Source: an optimization exercise on an open RTL-to-GDS flow (aim: small area and a short achievable clock period). Production flows keep margins and buffers that such runs may drop.
Function was checked by simulation only, so behaviour that the tests miss may differ from the original.

Design dct_1d, start of the top module:
module dct_1d (
  input  logic                  aclk,
  input  logic                  rst_n,
  input  logic                  in_valid,
  input  dct_pkg::sample_vec_t  in_block,
  output logic                  out_valid,
  output dct_pkg::lane_vec_t    out_block
);
Size: ~5500 cells after synthesis, ~1100 flip-flops, roughly 320 I/O pins, ~65000 sq um of cells after synthesis.
make LEC_CHECK=0 CAP_MARGIN=20 CORE_MARGIN=2 CORE_UTILIZATION=40 SETUP_SLACK_MARGIN=5 SLEW_MARGIN=20 SYNTH_HIERARCHICAL=1 SYNTH_MINIMUM_KEEP_SIZE=0 finish   # period 9.0 ns
run.sh (not shown) runs the stock make flow with config.mk's settings and CLKGATE_MAP_FILE= SYNTH_SCRIPT=/design/flow/synth_recipe.tcl, a recipe that flattens the netlist after the stock synthesis.
Then changed:
Settings changed: CORE_UTILIZATION 40 to 60, PLACE_DENSITY set to 0.75.
What happened: Global-route usage rose by 8.4 points; register-to-register slack gets better by 0.03 ns; maximum frequency rose by 0.94%; die area fell by 33%; final area fell by 1.4%; hold slack gets better by 0.013 ns.
Then changed:
==> flow/flow/run.sh (new file) <==
#!/bin/bash
set -euo pipefail
export BUFFER_PORTS_ARGS="-buffer_cell sky130_fd_sc_hd__buf_2"
export SETUP_SLACK_MARGIN=6
bash standard.sh > standard.log 2>&1
==> flow/standard.sh (new file) <==
#!/bin/bash
# synth_recipe.tcl (not shown) runs the flow's synth.tcl, then flattens the netlist and writes it again
# the make line also repeats each setting of config.mk as NAME=value (left out here)
make -C /OpenROAD-flow-scripts/flow DESIGN_CONFIG=/design/flow/config.mk WORK_HOME=/design/flow/orfs CLKGATE_MAP_FILE= SYNTH_SCRIPT=/design/flow/synth_recipe.tcl "${@:-finish}"
Settings changed: CORE_UTILIZATION 60 to 40, PLACE_DENSITY 0.75 to unset, SETUP_SLACK_MARGIN 5 to unset.
removed: flow/run.sh
The new run ran to the end with no violations.
Utilization decreases by 21 points.
Worst hold slack gets better by 0.0044 ns.
Critical path depth shrinks by 8.
Cell area came out higher by 3.6%.
First-iteration DRC count fell by 21%.
Non-clock buffer count grows by 136.
Worst setup slack is better by 0.63 ns.
Via count goes down by 0.90%.
Die area goes up by 49%.


Another version of the RTL of dct_1d (not shown whole).
Size in the first run: ~1000 flip-flops, roughly 320 I/O pins.
Settings: LEC_CHECK=0, CAP_MARGIN=20, CORE_MARGIN=2, CORE_UTILIZATION=40, CTS_CLUSTER_DIAMETER=60, CTS_CLUSTER_SIZE=25, SLEW_MARGIN=20, SYNTH_HIERARCHICAL=1, SYNTH_MINIMUM_KEEP_SIZE=0; clock period 9.0 ns.
standard.sh (not shown) runs the stock make flow with config.mk's settings and CLKGATE_MAP_FILE= SYNTH_SCRIPT=/design/flow/synth_recipe.tcl, a recipe that flattens the netlist after the stock synthesis.
==> flow/flow/run.sh <==
#!/bin/bash
set -euo pipefail
export BUFFER_PORTS_ARGS="-buffer_cell sky130_fd_sc_hd__buf_2"
export SETUP_SLACK_MARGIN=6
bash standard.sh > standard.log 2>&1
The baseline passed the timing, DRC and antenna checks.
==> next run, changes <==
CORE_UTILIZATION = 55   (was 40)
CTS_CLUSTER_DIAMETER = not set   (was 60)
CTS_CLUSTER_SIZE = not set   (was 25)
What happened: The changed run finished with timing, DRC and antenna clean; routed wire length falls by a few percent; count of clock-buffer cells in the layout rises by 31; worst setup slack degrades by 0.062 ns.
==> next run, changes <==
CORE_UTILIZATION = 40   (was 55)
=>
- The new run finished with timing, DRC and antenna clean
- wire length climbs by a few percent
- global-route usage drops by 6.0 points
- setup slack improved by 0.070 ns
- die area climbs by well over a third
- register-to-register slack improved by 0.12 ns
- via count climbs slightly
- fmax climbs by a few percent
- hold slack improved by 0.013 ns
- area after synthesis stays the same
==> next run, changes <==
==> flow/flow/run.sh (replaced) <==
#!/bin/bash
set -euo pipefail
export BUFFER_PORTS_ARGS="-buffer_cell sky130_fd_sc_hd__buf_1"
export SETUP_SLACK_MARGIN=6
bash standard.sh > standard.log 2>&1
Result:
- non-clock buffer count rose by 18
- cell area rose by about 0.64%
- die area is unchanged
==> next run, changes <==
==> flow/flow/run.sh (replaced) <==
#!/bin/bash
set -euo pipefail
export BUFFER_PORTS_ARGS="-buffer_cell sky130_fd_sc_hd__buf_2"
export SETUP_SLACK_MARGIN=6.15
bash standard.sh > standard.log 2>&1
What happened: Count of clock-buffer cells in the layout climbs by 4; worst setup slack gets worse by 0.046 ns; clock skew increases by 0.024 ns.


run A:
Another version of the RTL of dct_1d (not shown whole).
Size: roughly 5600 cells after synthesis, roughly 1200 flip-flops, roughly 320 I/O pins, ~0.068 mm2 of cells after synthesis.
export LEC_CHECK = 0
export CAP_MARGIN = 20
export CORE_MARGIN = 2
export CORE_UTILIZATION = 40
export SLEW_MARGIN = 20
export SYNTH_HIERARCHICAL = 1
export SYNTH_MINIMUM_KEEP_SIZE = 0
create_clock -name core_clock -period 9.0 [get_ports {aclk}]
==> flow/flow/run.sh <==
#!/bin/bash
set -euo pipefail
export BUFFER_PORTS_ARGS="-buffer_cell sky130_fd_sc_hd__buf_2"
export SETUP_SLACK_MARGIN=6
bash standard.sh > standard.log 2>&1
Run A reached the final stage; the timing, DRC and antenna checks on its layout passed.
Setup changes, run A to run B
# run A
export LEC_CHECK = 0
export CAP_MARGIN = 20
export CORE_MARGIN = 2
export CORE_UTILIZATION = 40
export SLEW_MARGIN = 20
export SYNTH_HIERARCHICAL = 1
export SYNTH_MINIMUM_KEEP_SIZE = 0
create_clock -name core_clock -period 9.0 [get_ports {aclk}]
# run B
export LEC_CHECK = 0
export CAP_MARGIN = 20
export CORE_MARGIN = 2
export CORE_UTILIZATION = 40
export SETUP_SLACK_MARGIN = 5
export SLEW_MARGIN = 20
export SYNTH_HIERARCHICAL = 1
export SYNTH_MINIMUM_KEEP_SIZE = 0
create_clock -name core_clock -period 9.0 [get_ports {aclk}]
==> flow/flow/run.sh <==
#!/bin/bash
set -euo pipefail
export BUFFER_PORTS_ARGS="-buffer_cell sky130_fd_sc_hd__buf_1"
bash standard.sh > standard.log 2>&1
## What came out
- Run B vs run A, type of the worst setup path: register to register vs register to primary output
- Diff run A -> run B: final non-filler cell area down 3.1%; wire length down 1500 um.
- The leading cell type in the layout, fill and taps excluded comes out sky130_fd_sc_hd__fa_1 in one run and sky130_fd_sc_hd__dfxtp_1 in the other, namely in run A and run B respectively.
- Diff run A -> run B: number of cells on the critical path moved up, wire length of the first global-routing pass moved down, area growth from synthesis to layout moved down.
- Cmp run B and run A / via count / lower: run B
The inputs of run C differ from those of run B as listed below.
# run B
export LEC_CHECK = 0
export CAP_MARGIN = 20
export CORE_MARGIN = 2
export CORE_UTILIZATION = 40
export SETUP_SLACK_MARGIN = 5
export SLEW_MARGIN = 20
export SYNTH_HIERARCHICAL = 1
export SYNTH_MINIMUM_KEEP_SIZE = 0
create_clock -name core_clock -period 9.0 [get_ports {aclk}]
# run C
export LEC_CHECK = 0
export CAP_MARGIN = 20
export CORE_MARGIN = 2
export CORE_UTILIZATION = 40
export SLEW_MARGIN = 20
export SYNTH_HIERARCHICAL = 1
export SYNTH_MINIMUM_KEEP_SIZE = 0
create_clock -name core_clock -period 9.0 [get_ports {aclk}]
==> flow/flow/run.sh <==
#!/bin/bash
set -euo pipefail
export BUFFER_PORTS_ARGS="-buffer_cell sky130_fd_sc_hd__buf_2"
export SETUP_SLACK_MARGIN=7
bash standard.sh > standard.log 2>&1
Findings:
- For run B, the capture point of the critical path was y5h_ci_r1, unlike run C, where it was out_block[141].
- Run C ended up with sky130_fd_sc_hd__dfxtp_4 as its master of the slowest instance on the critical path; run B ended up with sky130_fd_sc_hd__dfxtp_1.
- Relative slew slack: run C better than run B
- In the reports for run C and run B, the smaller register-to-register slack belongs to run B.
- Compared with run B, run C shows met2 routed wirelength that has gone up by more than 10%.
- Taking run B as the reference point, the worst setup slack after layout of run C rises by 360 ps.
- Sort run C and run B by total via count after detailed routing desc -> top: run C
The inputs of run D differ from those of run C as listed below.
# run C
export LEC_CHECK = 0
export CAP_MARGIN = 20
export CORE_MARGIN = 2
export CORE_UTILIZATION = 40
export SLEW_MARGIN = 20
export SYNTH_HIERARCHICAL = 1
export SYNTH_MINIMUM_KEEP_SIZE = 0
create_clock -name core_clock -period 9.0 [get_ports {aclk}]
# run D
export LEC_CHECK = 0
export CAP_MARGIN = 20
export CORE_MARGIN = 2
export CORE_UTILIZATION = 40
export SETUP_SLACK_MARGIN = 5
export SLEW_MARGIN = 20
export SYNTH_HIERARCHICAL = 1
export SYNTH_MINIMUM_KEEP_SIZE = 0
create_clock -name core_clock -period 9.0 [get_ports {aclk}]
--- a/flow/flow/run.sh
+++ b/flow/flow/run.sh
@@ -4 +3,0 @@
-export SETUP_SLACK_MARGIN=7
[summary]
- Measured against each other, run C and run D differ in count of clock-net buffers in the final layout, the lower figure coming from run C.
- Utilization of the core after routing (higher): run C
- Register-to-register setup slack, run C and run D: larger value in run C
- When the final numbers for run C and run D were put side by side, the cell area after layout turned out to be smaller in run D.
- The higher hold slack of run C and run D is in run C.
- Reported for run C and run D, synthesized cell count turned out identical to the last digit.
- Highest-delay cell along the critical path: sky130_fd_sc_hd__dfxtp_4 -> run C, sky130_fd_sc_hd__dfxtp_1 -> run D


dct_1d, a different RTL version from the one above (not shown whole).
Size: roughly 5600 cells after synthesis, ~570 flip-flops, about 320 I/O pins, roughly 59000 sq um of cells after synthesis.
export LEC_CHECK = 0
export CAP_MARGIN = 20
export CORE_MARGIN = 2
export CORE_UTILIZATION = 40
export SLEW_MARGIN = 20
export SYNTH_HIERARCHICAL = 1
export SYNTH_MINIMUM_KEEP_SIZE = 0
create_clock -name core_clock -period 9.0 [get_ports {aclk}]
run.sh (not shown) runs the stock make flow with config.mk's settings and CLKGATE_MAP_FILE= SYNTH_SCRIPT=/design/flow/synth_recipe.tcl, a recipe that flattens the netlist after the stock synthesis.
Stock flow here: none of the scripts above is used.
The baseline finished with timing, DRC and antenna clean.
Then changed:
- SETUP_SLACK_MARGIN: default -> 5
The new run passed the timing, DRC and antenna checks. Die area does not change. Design area increases by 12%. Worst setup slack improves by 1.1 ns. Cell count came out higher by 5.0%. Wire length grows by 11%. Via count rises by 5.8%. Hold slack stays flat. Non-clock buffer count rises by 396. Synthesized cell count is unchanged.

[afterwards: timing with drivers on the ports]
No port has a modelled driver above. Below, the same layouts with a new extraction and two added sets of constraints.
Step 1 assumes that a clkbuf_16 drives the clock port and a buf_2 every other input.
Step 2 times the ports against the registers' clock, not the clock port: input delays grow and output delays shrink by t, the midpoint of the rising clock arrivals with the driver on.
Slacks: ideal ports / drivers / drivers and shift; pairs: ideal ports / drivers.
run | t, ns | slack for setup (ns) | latest minus earliest clock arrival (ns)
the first run of note 1 | 0.792 | 5.274 / 5.282 / 4.490 | 0.049 / 0.048
the second run of note 1 | 0.776 | 5.309 / 5.309 / 4.590 | 0.037 / 0.037
the third run of note 1 | 0.802 | 5.939 / 5.859 / 5.362 | 0.031 / 0.031
the first run of note 2 | 0.796 | 5.947 / 5.874 / 5.303 | 0.041 / 0.041
the second run of note 2 | 0.790 | 5.884 / 5.852 / 5.384 | 0.046 / 0.046
the third run of note 2 | 0.796 | 5.955 / 5.880 / 5.310 | 0.044 / 0.045
the fourth run of note 2 | 0.797 | 5.939 / 5.868 / 5.309 | 0.050 / 0.051
the fifth run of note 2 | 0.830 | 5.893 / 5.814 / 5.356 | 0.067 / 0.067
run A | 0.866 | 5.902 / 5.817 / 5.345 | 0.040 / 0.040
run B | 0.863 | 5.525 / 5.525 / 4.996 | 0.043 / 0.043
run C | 0.860 | 5.888 / 5.799 / 5.556 | 0.028 / 0.028
run D | 0.852 | 5.491 / 5.491 / 4.986 | 0.038 / 0.038
the first run of note 4 | 0.742 | 2.833 / 2.833 / 2.833 | 0.024 / 0.023
the second run of note 4 | 0.750 | 3.958 / 3.958 / 3.958 | 0.030 / 0.029
After both steps setup and hold are still met in every run listed. The setup slack of the first run of note 1, which loses most, moves by +0.008 ns with the drivers and by -0.784 ns with both steps.
